From an optimization exercise on the open Yosys and OpenROAD flow, aimed at small area, a short achievable clock period and few clock cycles per item; shortcuts taken in it are not production practice. The RTL was checked by simulation tests, not by an equivalence proof against the original design. No activity file was given, so power comes from the tool's default toggle rates.

$ cat flow/config.mk
export PLATFORM = sky130hd
export DESIGN_NAME = sliding_window_arq_control
export DESIGN_NICKNAME = sliding_window_arq_control
export VERILOG_FILES = /design/flow/design.v
export SDC_FILE = /design/flow/constraint.sdc
export NUM_CORES = 4
export LEC_CHECK = 0
export CAP_MARGIN = 20
export CORE_MARGIN = 2
export CORE_UTILIZATION = 40
export SLEW_MARGIN = 20
$ cat flow/constraint.sdc
create_clock -name core_clock -period 10.0 [get_ports {clk}]
set_input_delay 2.0000 -clock core_clock [delete_from_list [all_inputs] [get_ports {clk}]]
set_output_delay 2.0000 -clock core_clock [all_outputs]
set_load 0.01 [all_outputs]
$ cat flow/design.v
package swac_pkg;
	localparam int WINDOW_MAX_DEF = 8;
	localparam logic [9:0] HDR_END     = 10'd12;
	localparam logic [9:0] HDR_ACK     = 10'd8;
	localparam logic [9:0] PAYLOAD_MAX = 10'd500;
	localparam logic [1:0] KIND_DATA = 2'd0;
	localparam logic [1:0] KIND_END  = 2'd1;
	localparam logic [1:0] KIND_RECV = 2'd2;
	localparam logic [1:0] KIND_TICK = 2'd3;
	localparam logic [2:0] ACT_SEND   = 3'd0;
	localparam logic [2:0] ACT_END    = 3'd1;
	localparam logic [2:0] ACT_RESEND = 3'd2;
	localparam logic [2:0] ACT_ACK    = 3'd3;
	localparam logic [2:0] ACT_PIGGY  = 3'd4;
	localparam logic [2:0] ACT_DELIV  = 3'd5;
	localparam logic [2:0] ACT_FULL   = 3'd6;
	localparam logic [2:0] ACT_CLOSE  = 3'd7;
	localparam logic [1:0] REG_WINDOW  = 2'd0;
	localparam logic [1:0] REG_TICK    = 2'd1;
	localparam logic [1:0] REG_TIMEOUT = 2'd2;
	typedef struct packed {
		logic [2:0]  slot;
		logic [9:0]  len;
		logic [31:0] ackno;
		logic [31:0] seqno;
		logic [2:0]  action;
	} res_t;
	typedef struct packed {
		logic [31:0] seq;
		logic [31:0] ack;
		logic [9:0]  len;
	} slot_t;
endpackage
module swac_cell (
	input  logic            clk,
	input  logic            wr_en,
	input  logic            ack_en,
	input  logic [31:0]     ackn,
	input  logic [73:0]     wr_data,
	input  logic [31:0]     mark,
	output logic [73:0]     rd_data,
	output logic            due
);
	swac_pkg::slot_t slot_q;
	always_ff @(posedge clk) begin
		if (wr_en) begin
			slot_q <= wr_data;
		end else if (ack_en) begin
			slot_q.ack <= ackn;
		end
	end
	assign due     = (slot_q.seq <= mark);
	assign rd_data = slot_q;
endmodule
module sliding_window_arq_control #(
	parameter int WINDOW_MAX = swac_pkg::WINDOW_MAX_DEF
) (
	input  logic        clk,
	input  logic        arst_n,
	input  logic        s_tvalid,
	output logic        s_tready,
	input  logic [47:0] s_tdata,    
	input  logic [1:0]  s_tuser,    
	output logic        m_tvalid,
	input  logic        m_tready,
	output logic [79:0] m_tdata,    
	output logic [2:0]  m_tuser,    
	output logic        m_tlast,
	input  logic        cfg_valid,
	output logic        cfg_ready,
	input  logic [1:0]  cfg_index,
	input  logic [30:0] cfg_data
);
	localparam int IW = (WINDOW_MAX > 1) ? $clog2(WINDOW_MAX) : 1;
	localparam int OW = $clog2(WINDOW_MAX + 1);
	localparam logic [2:0] ST_IDLE   = 3'd0;
	localparam logic [2:0] ST_EXEC   = 3'd1;
	localparam logic [2:0] ST_SECOND = 3'd2;
	localparam logic [2:0] ST_POP    = 3'd3;
	localparam logic [2:0] ST_WALK   = 3'd4;
	localparam logic [2:0] ST_FLUSH  = 3'd5;
	logic [2:0]  state_q;
	logic [1:0]  kind_q;
	logic [9:0]  len_q;
	logic [31:0] ackn_q;
	logic [3:0]  window_q;
	logic [15:0] tick_q;
	logic [30:0] timeout_q;
	logic [IW-1:0] head_q, tail_q, walk_idx_q;
	logic [OW-1:0] occ_q, walk_cnt_q;
	logic [31:0] send_seq_q, expect_q, mark_q, countdown_q;
	logic        ended_q;
	swac_pkg::res_t        sec_q;
	swac_pkg::res_t        pend_q, out_q;
	logic        pend_v_q, out_v_q, out_last_q;
	logic [OW-1:0] size;
	logic [IW-1:0] tail_m1, head_nx, tail_nx, walk_nx, rd_idx;
	logic          space, out_free, push_ok, push_en, flush_en;
	swac_pkg::res_t          push_res;
	logic [9:0]    pay_len, deliv_len;
	logic [31:0]   cd_new;
	logic [WINDOW_MAX-1:0] wr_en, ack_en, due;
	logic [WINDOW_MAX*74-1:0] cell_rd;
	swac_pkg::slot_t         rd, wr_data;
	assign s_tready  = (state_q == ST_IDLE);
	assign cfg_ready = 1'b1;
	always_comb begin
		if (window_q == 4'd0) begin
			size = OW'(1);
		end else if (32'(window_q) > 32'(WINDOW_MAX)) begin
			size = OW'(WINDOW_MAX);
		end else begin
			size = OW'(window_q);
		end
	end
	assign head_nx = (32'(head_q) + 32'd1 >= 32'(size)) ? '0 : head_q + IW'(1);
	assign tail_nx = (32'(tail_q) + 32'd1 >= 32'(size)) ? '0 : tail_q + IW'(1);
	assign walk_nx = (32'(walk_idx_q) + 32'd1 >= 32'(size)) ? '0 : walk_idx_q + IW'(1);
	assign tail_m1 = (tail_q == '0) ? IW'(size - OW'(1)) : tail_q - IW'(1);
	assign space   = (occ_q < size);
	always_comb begin
		case (state_q)
			ST_WALK: rd_idx = walk_idx_q;
			ST_POP:  rd_idx = head_q;
			default: rd_idx = tail_m1;
		endcase
	end
	assign rd = cell_rd[32'(rd_idx)*74 +: 74];
	assign pay_len   = (len_q > swac_pkg::PAYLOAD_MAX) ? swac_pkg::PAYLOAD_MAX : len_q;
	assign deliv_len = (len_q >= swac_pkg::HDR_END) ? len_q - swac_pkg::HDR_END : 10'd0;
	assign cd_new    = (countdown_q > 32'(tick_q)) ? countdown_q - 32'(tick_q) : 32'd0;
	assign wr_data.seq = send_seq_q;
	assign wr_data.ack = expect_q;
	assign wr_data.len = pay_len + swac_pkg::HDR_END;
	assign out_free = !out_v_q || m_tready;
	assign push_ok  = !pend_v_q || out_free;
	assign flush_en = (state_q == ST_FLUSH) && pend_v_q && out_free;
	for (genvar g = 0; g < WINDOW_MAX; g++) begin : g_cell
		swac_cell u_cell (
			.clk     (clk),
			.wr_en   (wr_en[g]),
			.ack_en  (ack_en[g]),
			.ackn    (expect_q + 32'd1),
			.wr_data (wr_data),
			.mark    (mark_q),
			.rd_data (cell_rd[g*74 +: 74]),
			.due     (due[g])
		);
	end
	always_comb begin
		push_en  = 1'b0;
		push_res = '0;
		wr_en    = '0;
		ack_en   = '0;
		case (state_q)
			ST_EXEC: begin
				if (kind_q == swac_pkg::KIND_DATA || kind_q == swac_pkg::KIND_END) begin
					if (!space) begin
						push_en         = 1'b1;
						push_res.action = swac_pkg::ACT_FULL;
					end else if (kind_q == swac_pkg::KIND_DATA) begin
						if (len_q != 10'd0) begin
							push_en     = 1'b1;
							push_res.slot = 3'(tail_q);
							push_res.len = pay_len + swac_pkg::HDR_END;
							push_res.ackno = expect_q;
							push_res.seqno = send_seq_q;
							push_res.action = swac_pkg::ACT_SEND;
							wr_en[tail_q] = 1'b1;
						end
					end else begin
						push_en  = 1'b1;
						push_res.slot = 3'd0;
						push_res.len = swac_pkg::HDR_END;
						push_res.ackno = expect_q;
						push_res.seqno = send_seq_q;
						push_res.action = swac_pkg::ACT_END;
					end
				end else if (kind_q == swac_pkg::KIND_RECV) begin
					if (len_q == swac_pkg::HDR_END) begin
						push_en         = 1'b1;
						push_res.action = swac_pkg::ACT_DELIV;
					end else if (len_q != swac_pkg::HDR_ACK) begin
						push_en = 1'b1;
						if (occ_q == '0) begin
							push_res.slot = 3'd0;
							push_res.len = swac_pkg::HDR_ACK;
							push_res.ackno = expect_q + 32'd1;
							push_res.seqno = 32'd0;
							push_res.action = swac_pkg::ACT_ACK;
						end else begin
							push_res.slot = 3'(tail_m1);
							push_res.len = rd.len;
							push_res.ackno = expect_q + 32'd1;
							push_res.seqno = rd.seq;
							push_res.action = swac_pkg::ACT_PIGGY;
							ack_en[tail_m1] = 1'b1;
						end
					end
				end
			end
			ST_SECOND: begin
				push_en  = out_free;
				push_res = sec_q;
			end
			ST_WALK: begin
				if (push_ok && due[walk_idx_q]) begin
					push_en  = 1'b1;
					push_res.slot = 3'(walk_idx_q);
					push_res.len = rd.len;
					push_res.ackno = rd.ack;
					push_res.seqno = rd.seq;
					push_res.action = swac_pkg::ACT_RESEND;
				end
			end
			default: ;
		endcase
	end
	always_ff @(posedge clk or negedge arst_n) begin
		if (!arst_n) begin
			state_q     <= ST_IDLE;
			window_q    <= 4'd8;
			tick_q      <= 16'd10;
			timeout_q   <= 31'd200;
			head_q      <= '0;
			tail_q      <= '0;
			occ_q       <= '0;
			send_seq_q  <= 32'd1;
			expect_q    <= 32'd1;
			mark_q      <= 32'd0;
			countdown_q <= 32'd200;
			ended_q     <= 1'b0;
			walk_idx_q  <= '0;
			walk_cnt_q  <= '0;
		end else begin
			case (state_q)
				ST_IDLE: begin
					if (s_tvalid) begin
						state_q <= ST_EXEC;
					end
				end
				ST_EXEC: begin
					state_q <= ST_FLUSH;
					case (kind_q)
						swac_pkg::KIND_DATA: begin
							if (space) begin
								ended_q <= 1'b0;
								if (len_q != 10'd0) begin
									tail_q     <= tail_nx;
									occ_q      <= occ_q + OW'(1);
									send_seq_q <= send_seq_q + 32'd1;
								end
							end
						end
						swac_pkg::KIND_END: begin
							if (space) begin
								ended_q    <= 1'b1;
								send_seq_q <= send_seq_q + 32'd1;
							end
						end
						swac_pkg::KIND_RECV: begin
							if (len_q == swac_pkg::HDR_ACK) begin
								state_q <= ST_POP;
							end else if (len_q == swac_pkg::HDR_END) begin
								if (ended_q && occ_q == '0) begin
									sec_q.slot <= 3'd0;
									sec_q.len <= 10'd0;
									sec_q.ackno <= 32'd0;
									sec_q.seqno <= 32'd0;
									sec_q.action <= swac_pkg::ACT_CLOSE;
									state_q <= ST_SECOND;
								end
							end else begin
								expect_q <= expect_q + 32'd1;
								sec_q.slot <= 3'd0;
								sec_q.len <= deliv_len;
								sec_q.ackno <= 32'd0;
								sec_q.seqno <= 32'd0;
								sec_q.action <= swac_pkg::ACT_DELIV;
								state_q  <= ST_SECOND;
							end
						end
						default: begin
							countdown_q <= cd_new;
							if (cd_new == 32'd0 && occ_q != '0) begin
								walk_idx_q <= head_q;
								walk_cnt_q <= '0;
								state_q    <= ST_WALK;
							end
						end
					endcase
				end
				ST_SECOND: begin
					if (out_free) begin
						state_q <= ST_FLUSH;
					end
				end
				ST_POP: begin
					if (occ_q != '0 && rd.seq < ackn_q) begin
						head_q <= head_nx;
						occ_q  <= occ_q - OW'(1);
					end else begin
						state_q <= ST_IDLE;
					end
				end
				ST_WALK: begin
					if (push_ok) begin
						if (walk_cnt_q == occ_q - OW'(1)) begin
							mark_q      <= rd.seq;
							countdown_q <= 32'(timeout_q);
							state_q     <= ST_FLUSH;
						end else begin
							walk_idx_q <= walk_nx;
							walk_cnt_q <= walk_cnt_q + OW'(1);
						end
					end
				end
				ST_FLUSH: begin
					if (!pend_v_q || out_free) begin
						state_q <= ST_IDLE;
					end
				end
				default: state_q <= ST_IDLE;
			endcase
			if (cfg_valid) begin
				case (cfg_index)
					swac_pkg::REG_WINDOW: begin
						window_q <= cfg_data[3:0];
						head_q   <= '0;
						tail_q   <= '0;
						occ_q    <= '0;
					end
					swac_pkg::REG_TICK:    tick_q    <= cfg_data[15:0];
					swac_pkg::REG_TIMEOUT: timeout_q <= cfg_data;
					default: ;
				endcase
			end
		end
	end
	always_ff @(posedge clk) begin
		if (s_tvalid && s_tready) begin
			kind_q <= s_tuser;
			len_q  <= s_tdata[9:0];
			ackn_q <= s_tdata[41:10];
		end
	end
	always_ff @(posedge clk or negedge arst_n) begin
		if (!arst_n) begin
			pend_v_q <= 1'b0;
			out_v_q  <= 1'b0;
		end else begin
			if (push_en && pend_v_q) begin
				out_v_q <= 1'b1;
			end else if (flush_en) begin
				out_v_q <= 1'b1;
			end else if (m_tready) begin
				out_v_q <= 1'b0;
			end
			if (push_en) begin
				pend_v_q <= 1'b1;
			end else if (flush_en) begin
				pend_v_q <= 1'b0;
			end
		end
	end
	always_ff @(posedge clk) begin
		if ((push_en && pend_v_q) || flush_en) begin
			out_q      <= pend_q;
			out_last_q <= flush_en;
		end
		if (push_en) begin
			pend_q <= push_res;
		end
	end
	assign m_tvalid = out_v_q;
	assign m_tlast  = out_last_q;
	assign m_tuser  = out_q.action;
	assign m_tdata  = {3'd0, out_q.slot, out_q.len, out_q.ackno, out_q.seqno};
endmodule
$ cat flow/run.sh
#!/bin/bash
# synth_recipe.tcl (not shown) runs the flow's synth.tcl, then flattens the netlist and writes it again
# the make line also repeats each setting of config.mk as NAME=value (left out here)
make -C /OpenROAD-flow-scripts/flow DESIGN_CONFIG=/design/flow/config.mk WORK_HOME=/design/flow/orfs CLKGATE_MAP_FILE= SYNTH_SCRIPT=/design/flow/synth_recipe.tcl finish
==> flow_summary.ini <==
[logic_synthesis]
yosysWarningCount = 2
postSynthCellCount = 4833
synth_edf_count = 808
ys.flop_type = edfxtp_1
syn_area_sq_um = 52900
syn_avg_cell_area_sq_um = 10.9
ys_ff_latch = 1010
synth-async-reset-ratio_pct = 20.0
ys_seq_area_share_pct = 55.5
ys_types = 91

[floorplanning]
die_area_sq_um = 135000
rows = 133
die_x_um = 368
core_area_sq_um = 131000
ios = 175
die_h_um = 368
start_util_pct = 40.3

[placed_design]
pre_cts_ws_ns = 2.50
io_buffers = 164
dpl-instance-area_sq_um = 56300
place.gp.congestion = 0.901
hpwl_um = 100000

[clock_network]
htreeDepth = 3
cts_resized = 0
root_buffer = clkbuf_16
clkSinkCount = 1010
cts_tree = built
clockBufferDepth = 3
hold_buffers = 0
cts-buffers-inserted = 114
clock_latency_ns = 0.75
clk_pin_slew_ns = 0.06
cts_setup_buffers = 0

[layout]
n_antenna_cell = 0
nFillCells = 12000
fin_nets = 5324
syn_to_final_growth_pct = 14.0
design_area_sq_um = 60300
final_layout_size_suffix_gt1_share_pct = 8.92
final_common_cell = nand2_1
layout_common_cells = 863 x nand2_1, 808 x edfxtp_1, 338 x ha_1, 291 x nor2_1, 222 x nand3_1

[setup_path]
worstReg2RegStart = tail_q[0]
crit_path_end_kind = flip-flop
slowest_delay_ns = 0.87
critPathKind = flip-flop to flip-flop
critPathArrivalTime_ns = 8.23
cp_max_fo = 64
cpMostUsedCell = ha_1
rrSetupSlack_ns = 2.42
r2r_cells = 25
cp-start-kind = flip-flop
regToRegEndpoint = occ_q[1]
cpMaxStageDelayCell = a211oi_2
required_ns = 10.66

[timing]
worst_slack_ns = 2.42
finalSetupTns_ns = 0
skew_ns = 0.0436
hold_viol = 0
finalCriticalPeriod_ns = 7.58
rsz0062_at_grt = false
worstMarginPinSlew_ns = 1.13
drv_slew = 0
maxSlewHeadroom_pct = 24.3
period_share_pct = 75.8
finalSetupViolCount = 0
fmax_mhz = 132

[global_route]
grt_start_max_net_pins = 135
grt.total_usage_pct = 23.2
overflow = 0
first_global_vias = 37600
antenna_found_initial = 5
grt_first_pass_wirelength_um = 239000

[worst_hold_path]
hold_class = flip-flop to flip-flop
hold_depth = 0
hp-start = pend_q[65]
holdPathEnd = out_q[65]

[run_status]
status = no timing/DRC/antenna violations

[drt]
drtIter0Drc = 3596
postRouteAntennaNets = 0
via_per_inst = 5.66
firstDrtPassIters = 8
vias = 38200
drt_wl_total_um = 160000
route.detailed.drc = 0
avgRoutedWirePerCell_um = 23.6

[power]
power.total_uw = 19800
power.switching_uw = 8380
vdd_drop_max_uv = 369
power_frac_seq_pct = 30.3
power_leakage_uw = 0.0245
powerDensity_nw_per_um2 = 328
p_clk_share_pct = 22.2
combPwrFrac_pct = 47.4
internal_power_uw = 11400
switching_share_pct = 42.4

[job]
maxCapViolations = 0
-- cells by family (layout without fill, tap and decap cells) --
logic type                 after synthesis  in the layout  share of synthesized area (%)
AOI/OAI and AO/OA                      847            847                           11.1
xor gates and xnor gates               319            319                           5.28
adders and majority gates              339            339                           8.04
buffers and inverters                  431            594                           3.20
DFF                                   1010           1010                           55.5
muxes                                   65             65                           1.36
other                                    2              4                         0.0142
and+or+nand+nor                       1820           1820                           15.5
-- Yosys cell counts (all sizes together) (8+ instances only) --
master   number  area, sq um
clkbuf      224          841
buf          63          313
or3          14         87.6
dfstp        11          289
nor2        298         1130
a21oi       178          906
a2111oi      11          109
and3        113          707
a21o         95          713
a211o         8         70.1
nand3       223         1120
and2         21          134
xnor2       185         1620
a32oi         8         77.6
nand2b       41          257
dfrtp       191         4780
a221o        27          270
edfxtp      808        24300
o21a         16          120
nor2b        28          175
mux2i         9         90.1
a31oi        27          169
nor3b        12         95.1
ha          338         4230
nand4        76          475
nor4         16          113
nor3         74          392
a22o         35          307
o21ai       186          938
and4         10         90.1
xor2        134         1170
o211ai       19          153
mux2         56          631
nand2       871         3270
a22oi        17          128
a31o         57          499
a311oi       75          657
o22ai        12         75.1
o31ai        13          111
inv         144          541
a211oi       14          105
-- through the flow --
stage / cells / util (%) / hold slack [ns]
floorplan: 4835 / - / 0.400
global placement: 6535 / 42.9 / 0.401
detailed placement: 6536 / 42.9 / 0.405
CTS: 6753 / 45.9 / 0.418
global route: 6753 / 45.9 / 0.415
finish: 6753 / 45.9 / 0.413
-- power groups by stage --
stage | registers [uW] | clock network, uW | logic, uW
after floorplan | 5990 | 0 | 6060
after global placement | 6070 | 0 | 9220
after detailed placement | 6070 | 0 | 9310
after CTS | 6000 | 4470 | 9350
after global routing | 6070 | 4630 | 10200
final | 6000 | 4390 | 9370
-- critical path, delay by kind of cell, from the launching register on --
kind            cells  cell delay, ns
compound gates     12            3.48
fa+ha+maj           4            0.97
simple gates        6            1.70
buf+inv             3            0.60
flops               1            0.69
-- layout make-up --
type / count / area, sq um / share of cell area, %
multi-input cells: 3394 / 22100 / 36.7
flip-flops and latches: 1010 / 29300 / 48.7
clock buffers: 162 / 3220 / 5.35
well taps: 1755 / 2200 / 3.64
repair buffers: 233 / 2170 / 3.61
inverters: 144 / 542 / 0.899
clock inverters: 55 / 706 / 1.17
-- flip-flops by register name (all words and copies together), names as in the netlist, 3 cells and up --
register	cells
tail_q	3
expect_q	32
state_q	3
walk_cnt_q	4
sec_q	11
timeout_q	31
tick_q	16
ackn_q	32
send_seq_q	32
occ_q	4
g_cell.u_cell.slot_q	592
window_q	4
len_q	10
walk_idx_q	3
countdown_q	32
pend_q	80
head_q	3
mark_q	32
out_q	80
-- routing by layer --
layer | vias to the layer above | wire (um) | track usage, % | part of all wire [%]
met2 | 1429 | 74000 | 37.4 | 46
met1 | 18800 | 69500 | 32.0 | 44
met3 | 266 | 11300 | 3.54 | 7.1
met5 | - | 27 | 0 | 0.017
met4 | 4 | 4900 | 7.89 | 3.1
li1 | 17700 | - | - | -
-- how the worst max path moves through the flow --
stage,start,to
after floorplan,m_tready,out_last_q
after global placement,tail_q[0],head_q[2]
after detailed placement,tail_q[0],occ_q[1]
after CTS,tail_q[0],occ_q[1]
after global routing,tail_q[0],head_q[2]
final,tail_q[0],occ_q[1]
Testbench counts, summed over its fixed seeds: cycles 17,302, items 4,800.

-- static timing again, ports no longer ideal --
The flow's constraints put no driver on any port. The routed layout listed below was extracted and timed again, unchanged, in two steps. Step 1 (the two cells are an assumption about what drives the block):
set clk [get_ports {clk}]
set_driving_cell -lib_cell sky130_fd_sc_hd__clkbuf_16 $clk
set_driving_cell -lib_cell sky130_fd_sc_hd__buf_2 [delete_from_list [all_inputs] $clk]
Step 2 times the ports against the registers' clock, not the clock port: input delays grow and output delays shrink by t, the midpoint of the rising clock arrivals with the driver on. a / b / c = ideal / step 1 / step 2; a / b = the first two.
shift t [ns]: 0.801
setup slack, ns: 2.425 / 2.425 / 2.425
hold WS [ns]: 0.413 / 0.413 / 0.413
clock arrival spread, ns: 0.043 / 0.043
pins driven straight from the clock port: 1
After both steps setup and hold are still met in this run. The setup slack of this run moves by 0.000 ns with the drivers and by 0.000 ns with both steps.
